From an optimization exercise on the open Yosys and OpenROAD flow, aimed at small area; shortcuts taken in it are not production practice. Function was checked by simulation only, so behaviour that the tests miss may differ from the original.

==> flow/design.v (excerpt) <==
module aurora_lite_top (
    input  logic                     clk160,
    input  logic                     rst,
    input  logic [1:0]               pattern_sel,
    input  logic [64-1:0] user_word,
    output logic [32-1:0]    tx_data,
    input  logic [32-1:0]    rx_data,
    output logic                     rx_locked,
    output logic [64-1:0] rx_word,
    output logic                     rx_word_valid,
    output logic [32-1:0] ber_cnt
);
    logic [66-1:0] tx_block;
    logic                   tx_block_next;
    logic [66-1:0] rx_block;
    logic                   rx_block_valid;
    logic                   rx_slip;
    tx_encoder u_tx_encoder (
        .clk160      (clk160),
        .rst         (rst),
        .pattern_sel (pattern_sel),
        .user_word   (user_word),
        .block_next  (tx_block_next),
        .block       (tx_block)
    );
    tx_gearbox u_tx_gearbox (
        .clk160     (clk160),
        .rst        (rst),
        .block      (tx_block),
        .block_next (tx_block_next),
        .tx_data    (tx_data)
    );
    rx_gearbox u_rx_gearbox (
        .clk160  (clk160),
        .rst     (rst),
        .rx_data (rx_data),
        .slip        (rx_slip),
  ...
Size: ~440 flip-flops, ~230 I/O pins.
export LEC_CHECK = 0
export CAP_MARGIN = 20
export CORE_MARGIN = 2
export CORE_UTILIZATION = 40
export SLEW_MARGIN = 20
create_clock -name core_clock -period 10.0 [get_ports {clk160}]
standard.sh (not shown) runs the stock make flow with config.mk's settings and CLKGATE_MAP_FILE= SYNTH_SCRIPT=/design/flow/synth_recipe.tcl, a recipe that flattens the netlist after the stock synthesis.
==> flow/flow/run.sh <==
#!/bin/bash
# The standard layout, with two changes: the port buffers are buf_1 instead of the
# default delay buffer, and clock tree synthesis clusters up to 20 sinks within 80 um
# and adds no dummy loads. The whole make run is logged to standard_flow.log here.
set -euo pipefail
bash standard.sh \
  "BUFFER_PORTS_ARGS=-buffer_cell sky130_fd_sc_hd__buf_1" \
  "CTS_ARGS=-sink_clustering_enable -repair_clock_nets -sink_clustering_size 20 -sink_clustering_max_diameter 80 -dont_use_dummy_load" \
  finish > standard_flow.log 2>&1
The first run passed the timing, design-rule and antenna checks.
Change:
==> flow/flow/run.sh (replaced) <==
#!/bin/bash
# The standard layout, with two changes: the port buffers are buf_1 instead of the
# default delay buffer, and clock tree synthesis clusters up to 25 sinks within 100 um
# and adds no dummy loads. The whole make run is logged to standard_flow.log here.
set -euo pipefail
bash standard.sh \
  "BUFFER_PORTS_ARGS=-buffer_cell sky130_fd_sc_hd__buf_1" \
  "CTS_ARGS=-sink_clustering_enable -repair_clock_nets -sink_clustering_size 25 -sink_clustering_max_diameter 100 -dont_use_dummy_load" \
  finish > standard_flow.log 2>&1
The new run finished with timing, DRC and antenna clean.
Clock skew goes up by 0.0088 ns.
Non-clock buffer count does not change.
Cell count stays flat.
Global-route usage goes down by 0.15 points.

* * *

## the baseline
aurora_lite_top, a different RTL version from the one above (not shown whole).
For scale: about 2500 cells after synthesis, roughly 440 flip-flops, roughly 230 I/O pins, roughly 0.022 mm^2 of cells after synthesis.
clock: 10.0 ns
lec_check: 0
cap_margin: 0
core_margin: 2
core_utilization: 50
slew_margin: 0
==> flow/flow/run.sh <==
#!/bin/bash
# The standard layout with three changes:
# - synthesis is synth_recipe.tcl unchanged except that abc maps the logic between the
#   registers with flow/abc_area.script, area-oriented mapping (amap -m) with no
#   buffering or sizing in abc, instead of ORFS's speed script; the registers, their names and cells are those of the standard synthesis
# - the port buffers are buf_1 instead of the default delay buffer
# - clock tree synthesis clusters up to 25 sinks within 100 um and adds no dummy loads
# The whole make run is logged to standard_flow.log here; each tool's log is under orfs/logs.
set -euo pipefail
work=$PWD
cat > "$work/area_synth.tcl" <<TCL
proc abc {args} {
  set i [lsearch -exact \$args -script]
  if {\$i >= 0} { lset args [expr {\$i + 1}] {$work/flow/abc_area.script} }
  puts "area_synth.tcl: abc runs with [lindex \$args [expr {\$i + 1}]]"
  yosys abc {*}\$args
}
source {$work/synth_recipe.tcl}
TCL
bash standard.sh \
  "SYNTH_SCRIPT=$work/area_synth.tcl" \
  "BUFFER_PORTS_ARGS=-buffer_cell sky130_fd_sc_hd__buf_1" \
  "CTS_ARGS=-sink_clustering_enable -repair_clock_nets -sink_clustering_size 25 -sink_clustering_max_diameter 100 -dont_use_dummy_load" \
  finish > standard_flow.log 2>&1
==> flow/flow/abc_area.script <==
strash
dc2
dch -f
amap -m
topo
The baseline ran to completion and came out clean on the timing, design-rule and antenna checks.
Input-level comparison between the candidate and the baseline:
# the baseline
export LEC_CHECK = 0
export CAP_MARGIN = 0
export CORE_MARGIN = 2
export CORE_UTILIZATION = 50
export SLEW_MARGIN = 0
create_clock -name core_clock -period 10.0 [get_ports {clk160}]
# the candidate
export LEC_CHECK = 0
export CAP_MARGIN = 20
export CORE_MARGIN = 2
export CORE_UTILIZATION = 40
export SLEW_MARGIN = 20
create_clock -name core_clock -period 10.0 [get_ports {clk160}]
diff --git a/flow/flow/run.sh b/flow/flow/run.sh
--- a/flow/flow/run.sh
+++ b/flow/flow/run.sh
@@ -4,2 +4,3 @@
-#   registers with flow/abc_area.script, area-oriented mapping (amap -m) with no
-#   buffering or sizing in abc, instead of ORFS's speed script; the registers, their names and cells are those of the standard synthesis
+#   registers with flow/abc_area.script, area-oriented mapping (amap -m) followed by
+#   abc's own buffering and sizing, instead of ORFS's
+#   speed script; the registers, their names and cells are those of the standard synthesis
==> flow/flow/abc_area.script <==
strash
dc2
dch -f
amap -m
topo
stime -c
buffer -c
upsize -c
dnsize -c
## What came out
Re area after detailed placement: the candidate is 1.7% up on the baseline. The baseline has higher synthesized-area fraction occupied by ao, oa, aoi and oai cells than the candidate. Taking the baseline as the reference point, the peak per-stage delay on the critical path of the candidate rises by 0.34 ns. Slew of the pin with the lowest slew margin in the candidate is 0.27 ns below the baseline. | post-synthesis share of cell area spent on xor and xnor gates | the candidate vs the baseline | ≈ equal |. Going from the baseline to the candidate, the setup slack was found to have gone up by 0.20 ns.

* * *

== red ==
Starting RTL as in the previous note.
==> flow/config.mk <==
export PLATFORM = sky130hd
export DESIGN_NAME = aurora_lite_top
export DESIGN_NICKNAME = aurora_lite_top
export VERILOG_FILES = /design/flow/design.v
export SDC_FILE = /design/flow/constraint.sdc
export NUM_CORES = 4
export LEC_CHECK = 0
export CAP_MARGIN = 20
export CORE_MARGIN = 2
export CORE_UTILIZATION = 40
export SLEW_MARGIN = 20
==> flow/constraint.sdc <==
create_clock -name core_clock -period 10.0 [get_ports {clk160}]
set_input_delay 2.0000 -clock core_clock [delete_from_list [all_inputs] [get_ports {clk160}]]
set_output_delay 2.0000 -clock core_clock [all_outputs]
set_load 0.01 [all_outputs]
==> flow/flow/run.sh <==
#!/bin/bash
# The standard layout with three changes:
# - synthesis is synth_recipe.tcl unchanged except that abc maps the logic between the
#   registers with flow/abc_area.script, area-oriented mapping (amap) followed by
#   abc's own buffering and sizing, instead of ORFS's
#   speed script; the registers, their names and cells are those of the standard synthesis
# - the port buffers are buf_1 instead of the default delay buffer
# - clock tree synthesis clusters up to 25 sinks within 100 um and adds no dummy loads
# The whole make run is logged to standard_flow.log here; each tool's log is under orfs/logs.
set -euo pipefail
work=$PWD
cat > "$work/area_synth.tcl" <<TCL
proc abc {args} {
  set i [lsearch -exact \$args -script]
  if {\$i >= 0} { lset args [expr {\$i + 1}] {$work/flow/abc_area.script} }
  puts "area_synth.tcl: abc runs with [lindex \$args [expr {\$i + 1}]]"
  yosys abc {*}\$args
}
source {$work/synth_recipe.tcl}
TCL
bash standard.sh \
  "SYNTH_SCRIPT=$work/area_synth.tcl" \
  "BUFFER_PORTS_ARGS=-buffer_cell sky130_fd_sc_hd__buf_1" \
  "CTS_ARGS=-sink_clustering_enable -repair_clock_nets -sink_clustering_size 25 -sink_clustering_max_diameter 100 -dont_use_dummy_load" \
  finish > standard_flow.log 2>&1
==> flow/flow/abc_area.script <==
strash
dc2
dch -f
amap
topo
stime -c
buffer -c
upsize -c
dnsize -c
For blue, these inputs were changed with respect to red:
--- a/flow/flow/run.sh
+++ b/flow/flow/run.sh
@@ -2,7 +2,6 @@
 # The standard layout with three changes:
 # - synthesis is synth_recipe.tcl unchanged except that abc maps the logic between the
-#   registers with flow/abc_area.script, area-oriented mapping (amap) followed by
-#   abc's own buffering and sizing, instead of ORFS's
-#   speed script; the registers, their names and cells are those of the standard synthesis
+#   registers with flow/abc_area.script, area-oriented mapping (amap -m) with no
+#   buffering or sizing in abc, instead of ORFS's speed script; the registers, their names and cells are those of the standard synthesis
 # - the port buffers are buf_1 instead of the default delay buffer
 # - clock tree synthesis clusters up to 25 sinks within 100 um and adds no dummy loads
==> flow/flow/abc_area.script <==
strash
dc2
dch -f
amap -m
topo
Results
- Compared with red, blue improves area of the placeable core.
- Relative to red, number of non-filler instances in the completed layout has gone down in blue.
- Sort red and blue by count of antenna diodes in the layout, descending, and blue comes first.
[inputs] green vs blue
--- a/flow/flow/run.sh
+++ b/flow/flow/run.sh
@@ -2,6 +2,8 @@
 # The standard layout with three changes:
 # - synthesis is synth_recipe.tcl unchanged except that abc maps the logic between the
-#   registers with flow/abc_area.script, area-oriented mapping (amap -m) with no
-#   buffering or sizing in abc, instead of ORFS's speed script; the registers, their names and cells are those of the standard synthesis
+#   registers with flow/abc_area.script, area-oriented mapping (amap -m) followed by
+#   abc's buffering and downsizing (no upsizing),
+#   instead of ORFS's
+#   speed script; the registers, their names and cells are those of the standard synthesis
 # - the port buffers are buf_1 instead of the default delay buffer
 # - clock tree synthesis clusters up to 25 sinks within 100 um and adds no dummy loads
==> flow/flow/abc_area.script <==
strash
dc2
dch -f
amap -m
topo
stime -c
buffer -c
dnsize -c
Findings:
- Minimum period implied by the final worst setup slack (green over blue): increase, 120 ps
- Per the comparison of green with blue, area used by multi-input combinational logic barely changed; worst setup slack dropped 120 ps; area added between synthesis and finish dropped 3.0 points; synthesized-area fraction occupied by adder cells dropped 0.19 points.
- From blue to green the numbers moved as follows: share of flip-flops with an asynchronous set or reset after synthesis flat; worst hold slack down 16 ps; data arrival time of the critical path up 140 ps; final standard cell count with taps included and fillers excluded up 0.32%.
- Maximum number of pins on one net before global-route repair down 10 in green wrt blue
- green: PASS, flow complete, no timing, DRC or antenna violations

[what the ideal ports hide]
How much do the figures lean on ideal ports? The routed layouts below were timed once more, with nothing changed but the port constraints.
Step 1 assumes that a clkbuf_16 drives the clock port and a buf_2 every other input.
Step 2 times the ports against the registers' clock, not the clock port: input delays grow and output delays shrink by t, the midpoint of the rising clock arrivals with the driver on.
Slacks: no drivers / after step 1 / after step 2; pairs: no drivers / after step 1.
run	t (ns)	setup slack, ns	worst setup path at the end	worst register clock-pin slew, ns	cell pins on the clock port's net
the first run of note 1	0.650	2.223 / 2.223 / 2.223	register to register	0.09 / 0.09	1
the second run of note 1	0.611	2.241 / 2.241 / 2.241	register to register	0.11 / 0.11	1
the baseline	0.617	1.014 / 1.053 / 0.436	input to register	0.11 / 0.11	1
the candidate	0.612	1.216 / 1.216 / 1.216	register to register	0.11 / 0.11	1
red	0.629	1.168 / 1.168 / 1.168	register to register	0.11 / 0.11	1
blue	0.631	0.984 / 1.023 / 0.392	input to register	0.11 / 0.11	1
green	0.627	0.866 / 0.907 / 0.281	input to register	0.11 / 0.11	1
After both steps every run listed still meets setup and hold. The setup slack of blue, which loses most, moves by +0.039 ns with the drivers and by -0.592 ns with both steps.
